Source: an optimization exercise on an open RTL-to-GDS flow (aim: small area and few clock cycles per item). Production flows keep margins and buffers that such runs may drop. Only simulation tests tie the RTL to the original design; equivalence was not proved.

== rev 12 ==
## fp_mult_pipe
module fp_mult_pipe #(
   parameter int EXP_W = 8,
   parameter int MAN_W = 23
) (
   input  logic                 clk,
   input  logic                 rst_n,
   input  logic                 in_valid,
   output logic                 in_ready,
   input  logic [EXP_W+MAN_W:0] x,
   input  logic [EXP_W+MAN_W:0] y,
   output logic                 out_valid,
   input  logic                 out_ready,
   output logic [EXP_W+MAN_W:0] result
   ,
   output logic [3:0]           flags
);
   localparam int W  = 1 + EXP_W + MAN_W;
   localparam int SW = MAN_W + 1;
   localparam int PW = 2 * SW;
   localparam int XW = EXP_W + 2;
   localparam logic [XW-1:0] BIAS = XW'(2**(EXP_W-1) - 1);
   localparam logic [XW-1:0] EMAX = XW'(2**EXP_W - 1);
   localparam logic [EXP_W-1:0] EONES = '1;
   localparam logic [W-1:0] QNAN = {1'b0, EONES, 1'b1, {(MAN_W-1){1'b0}}};
   logic v_q;
   logic load;
   assign load      = ~v_q | out_ready;
   assign in_ready  = load;
   assign out_valid = v_q;
   logic             sx, sy;
   logic [EXP_W-1:0] ex, ey;
   logic [MAN_W-1:0] mx, my;
   logic             zx, zy, infx, infy, nanx, nany;
   assign {sx, ex, mx} = x;
   assign {sy, ey, my} = y;
   assign zx   = (ex == '0);
   assign zy   = (ey == '0);
   assign infx = (ex == EONES) & (mx == '0);
   assign infy = (ey == EONES) & (my == '0);
   assign nanx = (ex == EONES) & (mx != '0);
   assign nany = (ey == EONES) & (my != '0);
   logic [PW-1:0] p;
   wire bo0 = my[0] ^ 1'b0;
   wire bt0 = (my[1] & ~my[0] & ~1'b0) | (~my[1] & my[0] & 1'b0);
   wire bn0 = my[1] & ~(my[0] & 1'b0);
   wire xa1 = mx[0] ^ bn0;
   wire xa2 = mx[1] ^ bn0;
   wire xa3 = mx[2] ^ bn0;
   wire xa4 = mx[3] ^ bn0;
   wire xa5 = mx[4] ^ bn0;
   wire xa6 = mx[5] ^ bn0;
   wire xa7 = mx[6] ^ bn0;
   wire xa8 = mx[7] ^ bn0;
   wire xa9 = mx[8] ^ bn0;
   wire xa10 = mx[9] ^ bn0;
   wire xa11 = mx[10] ^ bn0;
   wire xa12 = mx[11] ^ bn0;
   wire xa13 = mx[12] ^ bn0;
   wire xa14 = mx[13] ^ bn0;
   wire xa15 = mx[14] ^ bn0;
   wire xa16 = mx[15] ^ bn0;
   wire xa17 = mx[16] ^ bn0;
  ...
Settings: LEC_CHECK=0, CAP_MARGIN=20, CORE_MARGIN=2, CORE_UTILIZATION=50, CTS_BUF_LIST=sky130_fd_sc_hd__clkbuf_8, GPL_TIMING_DRIVEN=0, PLACE_DENSITY=0.65, SLEW_MARGIN=20; clock period 7.5 ns.
standard.sh (not shown) runs the stock make flow with config.mk's settings and CLKGATE_MAP_FILE= SYNTH_SCRIPT=/design/flow/synth_recipe.tcl, a recipe that flattens the netlist after the stock synthesis.
==> flow/flow/run.sh <==
#!/bin/bash
# Layout flow: the standard ORFS flow (standard.sh) with three changes:
#  - synthesis skips Yosys's generic `abc -fast` pass (synth -noabc), so the full
#    adders written in the RTL reach extract_fa as written;
#  - the final ABC technology mapping uses flow/abc.script (area recovery under a
#    delay target, then gate sizing) instead of ORFS's abc_speed.script;
#  - every input port is buffered by a buf_2 and every output port by a buf_1,
#    instead of the default clkdlybuf4s50_1.
set -euo pipefail
cd "$(dirname "$0")/.."
W=$(pwd)
export FLOW_SYNTH_TCL=$W/synth_recipe.tcl
export FLOW_ABC_SCRIPT=$W/flow/abc.script
export PRE_GLOBAL_PLACE_TCL=$W/flow/ports.tcl
export BUFFER_PORTS_ARGS="-outputs -buffer_cell sky130_fd_sc_hd__buf_1"
bash standard.sh synth SYNTH_ARGS=-noabc SYNTH_SCRIPT=$W/flow/synth.tcl > synth.log 2>&1
bash standard.sh finish SYNTH_ARGS=-noabc SYNTH_SCRIPT=$W/flow/synth.tcl > layout.log 2>&1
==> flow/flow/abc.script <==
strash
ifraig
dch -f
map -D 5500
topo
stime -c
buffer -c
upsize -c -D 5500
dnsize -c -D 5500
==> flow/flow/ports.tcl <==
# Input ports get a buf_2 each; output ports get a buf_1 each (global_place.tcl's
# own buffer_ports call, through BUFFER_PORTS_ARGS in run.sh).
buffer_ports -inputs -buffer_cell sky130_fd_sc_hd__buf_2
==> flow/flow/synth.tcl <==
# The standard flow's synthesis script (synth_recipe.tcl, sourced below unchanged), with the
# technology-mapping ABC run given our own script (flow/abc.script) in place of
# ORFS's abc_speed.script.  Only the combinational mapping changes; registers are
# mapped before ABC runs and keep their standard-synthesis names and cells.
proc abc {args} {
  set i [lsearch -exact $args -script]
  if { $i >= 0 } {
    lset args [expr {$i + 1}] $::env(FLOW_ABC_SCRIPT)
    puts "flow/synth.tcl: abc -script $::env(FLOW_ABC_SCRIPT)"
  }
  yosys abc {*}$args
}
source $::env(FLOW_SYNTH_TCL)
Rev 12 finished end to end and its layout was clean on timing, DRC and antenna.
Testbench counts of rev 12, summed over its fixed seeds: cycles 16,008, items 16,000.
#### Input delta (rev 13 over rev 12)
- removing PLACE_DENSITY (formerly 0.65)
- changing CORE_UTILIZATION from 50 to 40
-- flow/flow/run.sh --
<<< rev 12, line 7
#  - every input port is buffered by a buf_2 and every output port by a buf_1,
#    instead of the default clkdlybuf4s50_1.
>>> rev 13, line 7
#  - every port is buffered by a buf_2 instead of the default clkdlybuf4s50_1.
<<< rev 12, line 14
export PRE_GLOBAL_PLACE_TCL=$W/flow/ports.tcl
export BUFFER_PORTS_ARGS="-outputs -buffer_cell sky130_fd_sc_hd__buf_1"
>>> rev 13, line 13
export BUFFER_PORTS_ARGS="-buffer_cell sky130_fd_sc_hd__buf_2"
removed: flow/flow/ports.tcl
==> comparison <==
The clock skew on rev 13 is in line with that on rev 12.
Compared with rev 12, in rev 13 growth of design area from synthesis to finish ~0 delta; largest stage delay on the critical path now larger; total length of routed wires rose 3.7%; setup slack fell by 81 ps.
For rev 13, the master of the slowest instance on the critical path was sky130_fd_sc_hd__fa_2, unlike rev 12, where it was sky130_fd_sc_hd__fa_1.
Changes observed in rev 13 relative to rev 12: wire length of the first global-routing pass picked up an extra 3000 um; critical path depth lost 5; total via count in the routed design lost about 1.6%; share of post-route cells with drive strength above 1 picked up an extra 0.74 points.

P:
fp_mult_pipe, a different RTL version from the one above (not shown whole).
For scale: ~1900 cells after synthesis, about 42 flip-flops, about 110 I/O pins.
// fp_mult_pipe
module fp_mult_pipe #(
   parameter int EXP_W = 8,
   parameter int MAN_W = 23
) (
   input  logic                 clk,
   input  logic                 rst_n,
   input  logic                 in_valid,
   output logic                 in_ready,
   input  logic [EXP_W+MAN_W:0] x,
   input  logic [EXP_W+MAN_W:0] y,
   output logic                 out_valid,
   input  logic                 out_ready,
   output logic [EXP_W+MAN_W:0] result
   ,
   output logic [3:0]           flags
);
clock: 7.5 ns
lec_check: 0
cap_margin: 20
core_margin: 2
core_utilization: 40
gpl_timing_driven: 0
slew_margin: 20
run.sh (not shown) runs the stock make flow with config.mk's settings and CLKGATE_MAP_FILE= SYNTH_SCRIPT=/design/flow/synth_recipe.tcl, a recipe that flattens the netlist after the stock synthesis.
Stock flow here: none of the scripts above is used.
The flow for P finished, though final verification flagged negative setup slack.
Relative to P, the following input files were edited for Q:
diff --git a/flow/config.mk b/flow/config.mk
--- a/flow/config.mk
+++ b/flow/config.mk
@@ -9,4 +9,5 @@
 export CORE_MARGIN = 2
-export CORE_UTILIZATION = 40
+export CORE_UTILIZATION = 60
 export GPL_TIMING_DRIVEN = 0
+export PLACE_DENSITY = 0.7
 export SLEW_MARGIN = 20
Results
Status Q: flow complete, layout not clean - negative setup slack. Final worst clock skew: Q vs P — no meaningful difference. Comparing P and Q, the lower layout overhead on the synthesized area was measured on Q. Delta (Q minus P): horizontal extent of the die went down.

## nickel
fp_mult_pipe, a different RTL version from the one above (not shown whole).
Size: ~1900 cells after synthesis, roughly 41 flip-flops, about 110 I/O pins, roughly 0.016 mm^2 of cells after synthesis.
Design fp_mult_pipe, start of the top module:
module fp_mult_pipe #(
   parameter int EXP_W = 8,
   parameter int MAN_W = 23
) (
   input  logic                 clk,
   input  logic                 rst_n,
   input  logic                 in_valid,
   output logic                 in_ready,
   input  logic [EXP_W+MAN_W:0] x,
   input  logic [EXP_W+MAN_W:0] y,
   output logic                 out_valid,
   input  logic                 out_ready,
   output logic [EXP_W+MAN_W:0] result
   ,
   output logic [3:0]           flags
);
   localparam int W  = 1 + EXP_W + MAN_W;
   localparam int SW = MAN_W + 1;
   localparam int PW = 2 * SW;
   localparam int XW = EXP_W + 2;
   localparam logic [XW-1:0] BIAS = XW'(2**(EXP_W-1) - 1);
   localparam logic [XW-1:0] EMAX = XW'(2**EXP_W - 1);
   localparam logic [EXP_W-1:0] EONES = '1;
   localparam logic [W-1:0] QNAN = {1'b0, EONES, 1'b1, {(MAN_W-1){1'b0}}};
   logic v_q;
   logic load;
   assign load      = ~v_q | out_ready;
   assign in_ready  = load;
   assign out_valid = v_q;
   logic             sx, sy;
   logic [EXP_W-1:0] ex, ey;
   logic [MAN_W-1:0] mx, my;
   logic             zx, zy, infx, infy, nanx, nany;
   assign {sx, ex, mx} = x;
   assign {sy, ey, my} = y;
   assign zx   = (ex == '0);
   assign zy   = (ey == '0);
   assign infx = (ex == EONES) & (mx == '0);
   assign infy = (ey == EONES) & (my == '0);
   assign nanx = (ex == EONES) & (mx != '0);
   assign nany = (ey == EONES) & (my != '0);
   logic [PW-1:0] p;
   wire bo0 = my[0] ^ 1'b0;
   wire bt0 = (my[1] & ~my[0] & ~1'b0) | (~my[1] & my[0] & 1'b0);
   wire bn0 = my[1] & ~(my[0] & 1'b0);
   wire xa1 = mx[0] ^ bn0;
   wire xa2 = mx[1] ^ bn0;
   wire xa3 = mx[2] ^ bn0;
   wire xa4 = mx[3] ^ bn0;
   wire xa5 = mx[4] ^ bn0;
   wire xa6 = mx[5] ^ bn0;
   wire xa7 = mx[6] ^ bn0;
   wire xa8 = mx[7] ^ bn0;
   wire xa9 = mx[8] ^ bn0;
   wire xa10 = mx[9] ^ bn0;
   wire xa11 = mx[10] ^ bn0;
   wire xa12 = mx[11] ^ bn0;
   wire xa13 = mx[12] ^ bn0;
   wire xa14 = mx[13] ^ bn0;
  ...
==> flow/config.mk <==
export PLATFORM = sky130hd
export DESIGN_NAME = fp_mult_pipe
export DESIGN_NICKNAME = fp_mult_pipe
export VERILOG_FILES = /design/flow/design.v
export SDC_FILE = /design/flow/constraint.sdc
export NUM_CORES = 4
export LEC_CHECK = 0
export CAP_MARGIN = 20
export CORE_MARGIN = 2
export CORE_UTILIZATION = 40
export CTS_BUF_LIST = sky130_fd_sc_hd__clkbuf_8
export GPL_TIMING_DRIVEN = 0
export SLEW_MARGIN = 20
==> flow/constraint.sdc <==
create_clock -name core_clock -period 7.5 [get_ports {clk}]
set_input_delay 1.5000 -clock core_clock [delete_from_list [all_inputs] [get_ports {clk}]]
set_output_delay 1.5000 -clock core_clock [all_outputs]
set_load 0.01 [all_outputs]
standard.sh (not shown) runs the stock make flow with config.mk's settings and CLKGATE_MAP_FILE= SYNTH_SCRIPT=/design/flow/synth_recipe.tcl, a recipe that flattens the netlist after the stock synthesis.
==> flow/flow/run.sh <==
#!/bin/bash
# Layout flow: the standard ORFS flow (standard.sh) with three changes:
#  - synthesis skips Yosys's generic `abc -fast` pass (synth -noabc), so the full
#    adders written in the RTL reach extract_fa as written;
#  - the final ABC technology mapping uses flow/abc.script (area recovery under a
#    delay target, then gate sizing) instead of ORFS's abc_speed.script;
#  - every port is buffered by a buf_2 instead of the default clkdlybuf4s50_1.
set -euo pipefail
cd "$(dirname "$0")/.."
W=$(pwd)
export FLOW_SYNTH_TCL=$W/synth_recipe.tcl
export FLOW_ABC_SCRIPT=$W/flow/abc.script
export BUFFER_PORTS_ARGS="-buffer_cell sky130_fd_sc_hd__buf_2"
bash standard.sh synth SYNTH_ARGS=-noabc SYNTH_SCRIPT=$W/flow/synth.tcl > synth.log 2>&1
bash standard.sh finish SYNTH_ARGS=-noabc SYNTH_SCRIPT=$W/flow/synth.tcl > layout.log 2>&1
==> flow/flow/abc.script <==
strash
ifraig
&get -n
&dch -f
&put
dch -f
map -D 5500
topo
stime -c
buffer -c
upsize -c -D 5500
dnsize -c -D 5500
Scripts as last shown in full above: flow/flow/synth.tcl
nickel: done, clean on timing, DRC and antenna
Testbench counts of nickel, summed over its fixed seeds: cycles 16,008, items 16,000.
Changes in pepper relative to nickel:
==> flow/flow/abc.script <==
strash
ifraig
dch -f
amap
topo
stime -c
buffer -c
upsize -c -D 5500
dnsize -c -D 5500
Summary across pepper and nickel: the single failing run is pepper. The layout from pepper, despite a flow that completed every stage, fails the layout checks, with the failing checks listed as setup timing. pepper vs nickel — routed length on met3 climbed by more than a quarter. Re synthesized cell count: pepper is 28 up on nickel. Summary of pepper over nickel: width of the chip decreased by about 1.4% relative to the old numbers; maximum frequency decreased by 3.3% relative to the old numbers. The time the worst path needs with I/O delays and setup of pepper was inferior to that of nickel. The total global-route track usage in pepper was higher than what nickel gave.
Edits applied to the flow inputs when going from pepper to tundra:
==> flow/flow/abc.script <==
strash
ifraig
dch -f
map -D 5500
topo
stime -c
upsize -c -D 5500
dnsize -c -D 5500
tundra: all stages complete, timing, DRC and antenna checks passed
Time the worst path needs with I/O delays and setup, tundra and pepper, higher one = pepper.
Cmp tundra and pepper / area of placed instances / higher: tundra
On number of clock buffers in the layout, tundra and pepper are neck and neck.
Taking pepper as the reference, in tundra via count of the first global-routing pass went down 2770, worst setup slack grew by 0.29 ns.
In the metrics for tundra and pepper, the one carrying the higher total nets after synthesis is pepper.
Of tundra and pepper, it is tundra that has the higher tap cell count.
The setup slack at placement in tundra sits 0.37 ns above the value recorded for pepper.
Compared tundra vs pepper, and worst setup skew after layout is down in tundra.
Lower total negative slack for setup checks among tundra and pepper: pepper
Re global-route usage over all layers: tundra is 11 points down on pepper.
## Diff of input files: ember against tundra
==> flow/flow/run.sh <==
#!/bin/bash
# Layout flow: the standard ORFS flow, with Yosys's generic `abc -fast` pass
# skipped in synthesis (synth -noabc), so that the full adders written in the RTL
# reach extract_fa as written and keep one polarity through the adder tree, and
# with every port buffered by a buf_2 instead of the default clkdlybuf4s50_1.
set -euo pipefail
cd "$(dirname "$0")/.."
export BUFFER_PORTS_ARGS="-buffer_cell sky130_fd_sc_hd__buf_2"
bash standard.sh synth SYNTH_ARGS=-noabc > synth.log 2>&1
bash standard.sh finish SYNTH_ARGS=-noabc > layout.log 2>&1
removed: flow/flow/abc.script
removed: flow/flow/synth.tcl
--- outcome ---
Going from tundra to ember, post-route non-filler standard cell count grew by a few percent.
tundra → ember: area of the multi-input gates increased by 0.0014 mm^2 relative to the old numbers; detailed-route DRC error count closely matched the old numbers; count of buffers added by post-CTS timing repair for setup increased by 37 relative to the old numbers.
Going from tundra to ember, maximum net fanout on the critical path lost 13, area growth from synthesis to final layout now larger, well tap count higher.
tundra → ember: final-stage net count now larger, minimum hold slack now larger, setup slack now smaller.

run 1:
fp_mult_pipe, a different RTL version from the one above (not shown whole).
Size in the first run: ~41 flip-flops, ~110 I/O pins.
export LEC_CHECK = 0
export CAP_MARGIN = 20
export CORE_MARGIN = 2
export CORE_UTILIZATION = 40
export CTS_BUF_LIST = sky130_fd_sc_hd__clkbuf_8
export GPL_TIMING_DRIVEN = 1
export SLEW_MARGIN = 20
create_clock -name core_clock -period 7.5 [get_ports {clk}]
==> flow/flow/run.sh <==
#!/bin/bash
# Layout flow: the standard ORFS flow, with Yosys's generic `abc -fast` pass
# skipped in synthesis (synth -noabc), so that the full adders written in the RTL
# reach extract_fa as written and keep one polarity through the adder tree, and
# with every port buffered by a buf_2 instead of the default clkdlybuf4s50_1.
set -euo pipefail
cd "$(dirname "$0")/.."
export BUFFER_PORTS_ARGS="-buffer_cell sky130_fd_sc_hd__buf_2"
bash standard.sh synth SYNTH_ARGS=-noabc > synth.log 2>&1
bash standard.sh finish SYNTH_ARGS=-noabc > layout.log 2>&1
Run 1 ended with every stage complete and zero timing, DRC or antenna violations.
Testbench counts of run 1, summed over its fixed seeds: cycles 16,008, items 16,000.
> inputs changed (run 1 -> run 2)
==> flow/flow/run.sh <==
#!/bin/bash
# Layout flow: the standard ORFS flow, with Yosys's generic `abc -fast` pass
# skipped in synthesis (synth -noabc), so that the full adders written in the RTL
# reach extract_fa as written and keep one polarity through the adder tree.
# The technology mapping abc pass at the end of synthesis still runs.
set -euo pipefail
cd "$(dirname "$0")/.."
bash standard.sh synth SYNTH_ARGS=-noabc > synth.log 2>&1
bash standard.sh finish SYNTH_ARGS=-noabc > layout.log 2>&1
diff --git a/flow/config.mk b/flow/config.mk
--- a/flow/config.mk
+++ b/flow/config.mk
@@ -9,5 +9,4 @@
 export CORE_MARGIN = 2
 export CORE_UTILIZATION = 40
-export CTS_BUF_LIST = sky130_fd_sc_hd__clkbuf_8
-export GPL_TIMING_DRIVEN = 1
+export GPL_TIMING_DRIVEN = 0
 export SLEW_MARGIN = 20
--- outcome ---
Number of instances in the synthesized netlist came out exactly the same in run 2 and run 1.
Run 1 vs run 2, most common cell after layout, fill and taps aside: xnor2_1 vs fa_1
Looking at placer congestion estimate, run 2 sits 0.011 higher than run 1 does.
Final non-filler cell area ends up higher on run 2.
As of run 2, routed wire length had risen by a few percent compared to run 1.
Run 2 gives less count of buffers from port buffering than run 1 did.
Re share of cell area taken by multi-input logic gates: run 2 and run 1 aren't equal, and the higher value belongs to run 2.
Here is what was changed in the inputs of run 3 compared with run 2.
==> flow/flow/run.sh <==
#!/bin/bash
# Layout flow: the standard ORFS flow, with Yosys's generic `abc -fast` pass
# skipped in synthesis (synth -noabc), so that the full adders written in the RTL
# reach extract_fa as written and keep one polarity through the adder tree, and
# with every port buffered by a buf_2 instead of the default clkdlybuf4s50_1.
set -euo pipefail
cd "$(dirname "$0")/.."
export BUFFER_PORTS_ARGS="-buffer_cell sky130_fd_sc_hd__buf_2"
bash standard.sh synth SYNTH_ARGS=-noabc > synth.log 2>&1
bash standard.sh finish SYNTH_ARGS=-noabc > layout.log 2>&1
diff --git a/flow/config.mk b/flow/config.mk
--- a/flow/config.mk
+++ b/flow/config.mk
@@ -8,5 +8,7 @@
 export CAP_MARGIN = 20
 export CORE_MARGIN = 2
-export CORE_UTILIZATION = 40
+export CORE_UTILIZATION = 60
+export CTS_BUF_LIST = sky130_fd_sc_hd__clkbuf_8
 export GPL_TIMING_DRIVEN = 0
+export PLACE_DENSITY = 0.75
 export SLEW_MARGIN = 20
[summary]
When the final numbers for run 3 and run 2 were put side by side, the data arrival time at the worst-slack endpoint turned out to be greater in run 3. Looking at utilization, run 3 sits 18 points higher than run 2 does. Maximum clock skew at final layout across run 3 and run 2: no real change. Run 3 against run 2: final cell count without fillers lower, sequential share of layout area climbed 0.57 points, post-route worst setup slack now smaller, die area saw a decrease, count of buffers added by post-CTS timing repair for setup lower. What the final checks of run 3 revealed, after a flow that finished every stage, was a layout that fails on setup timing. Run comparison: run 3 highest signal layer in the routed design met5; run 2 highest signal layer in the routed design met4.
--- input diff run 3..run 4 ---
diff --git a/flow/config.mk b/flow/config.mk
--- a/flow/config.mk
+++ b/flow/config.mk
@@ -8,7 +8,6 @@
 export CAP_MARGIN = 20
 export CORE_MARGIN = 2
-export CORE_UTILIZATION = 60
+export CORE_UTILIZATION = 40
 export CTS_BUF_LIST = sky130_fd_sc_hd__clkbuf_8
 export GPL_TIMING_DRIVEN = 0
-export PLACE_DENSITY = 0.75
 export SLEW_MARGIN = 20
==> summary.txt <==
Run 4: PASS, flow complete, no timing, DRC or antenna violations
Complete run, failing final checks: run 3, reason setup timing.
Post-layout utilization of the core, run 4 and run 3, lower one = run 4.
Run 3 → run 4: non-filler instance count after layout rose by 6.4%, placed wire-length estimate after detailed placement grew by 7.2%, clock transition time at the flip-flop clock pins of the worst setup and hold paths flat.
Looking only at worst hold slack, and setting everything else aside, the lower value of run 4 and run 3 goes to run 4.
Summary: with run 3 as the reference, total placed cells including tap cells in run 4 moved up by a few percent.
Taking run 3 as the reference, in run 4 non-clock buffer count lower; wire length of the first global-routing pass higher.

-- what the ideal ports hide --
How much do the figures lean on ideal ports? The routed layouts below were timed once more, with nothing changed but the port constraints. Step 1 (the two cells are an assumption about what drives the block):
set clk [get_ports {clk}]
set_driving_cell -lib_cell sky130_fd_sc_hd__clkbuf_16 $clk
set_driving_cell -lib_cell sky130_fd_sc_hd__buf_2 [delete_from_list [all_inputs] $clk]
Step 2 also shifts input and output timing later by t, the mid clock arrival at the registers, as if the neighbouring blocks saw the same clock. Slacks: ideal ports / drivers / drivers and shift; pairs: ideal ports / drivers.
run | t (ns) | setup WS [ns] | worst setup path at the end | pins driven straight from the clock port
rev 12 | 0.327 | 0.263 / 0.273 / -0.054 | input to register | 1
rev 13 | 0.324 | 0.182 / 0.189 / -0.134 | input to register | 1
P | 0.320 | -0.111 / -0.134 / -0.453 | input to register | 1
Q | 0.324 | -0.006 / -0.014 / -0.338 | input to register | 1
nickel | 0.331 | 0.178 / 0.189 / -0.142 | input to register | 1
pepper | 0.335 | -0.072 / -0.107 / -0.253 | input to register | 1
tundra | 0.330 | 0.214 / 0.223 / -0.107 | input to register | 1
ember | 0.333 | 0.104 / 0.103 / -0.230 | input to register | 1
run 1 | 0.327 | 0.247 / 0.258 / -0.068 | input to register | 1
run 2 | 0.320 | 0.114 / 0.126 / -0.194 | input to register | 1
run 3 | 0.325 | -0.029 / -0.014 / -0.339 | input to register | 1
run 4 | 0.333 | 0.153 / 0.159 / -0.173 | input to register | 1
Met with ideal ports but missed after step 2: setup timing in 8 of these runs. The setup slack of P, which loses most, moves by -0.023 ns with the drivers and by -0.342 ns with both steps.
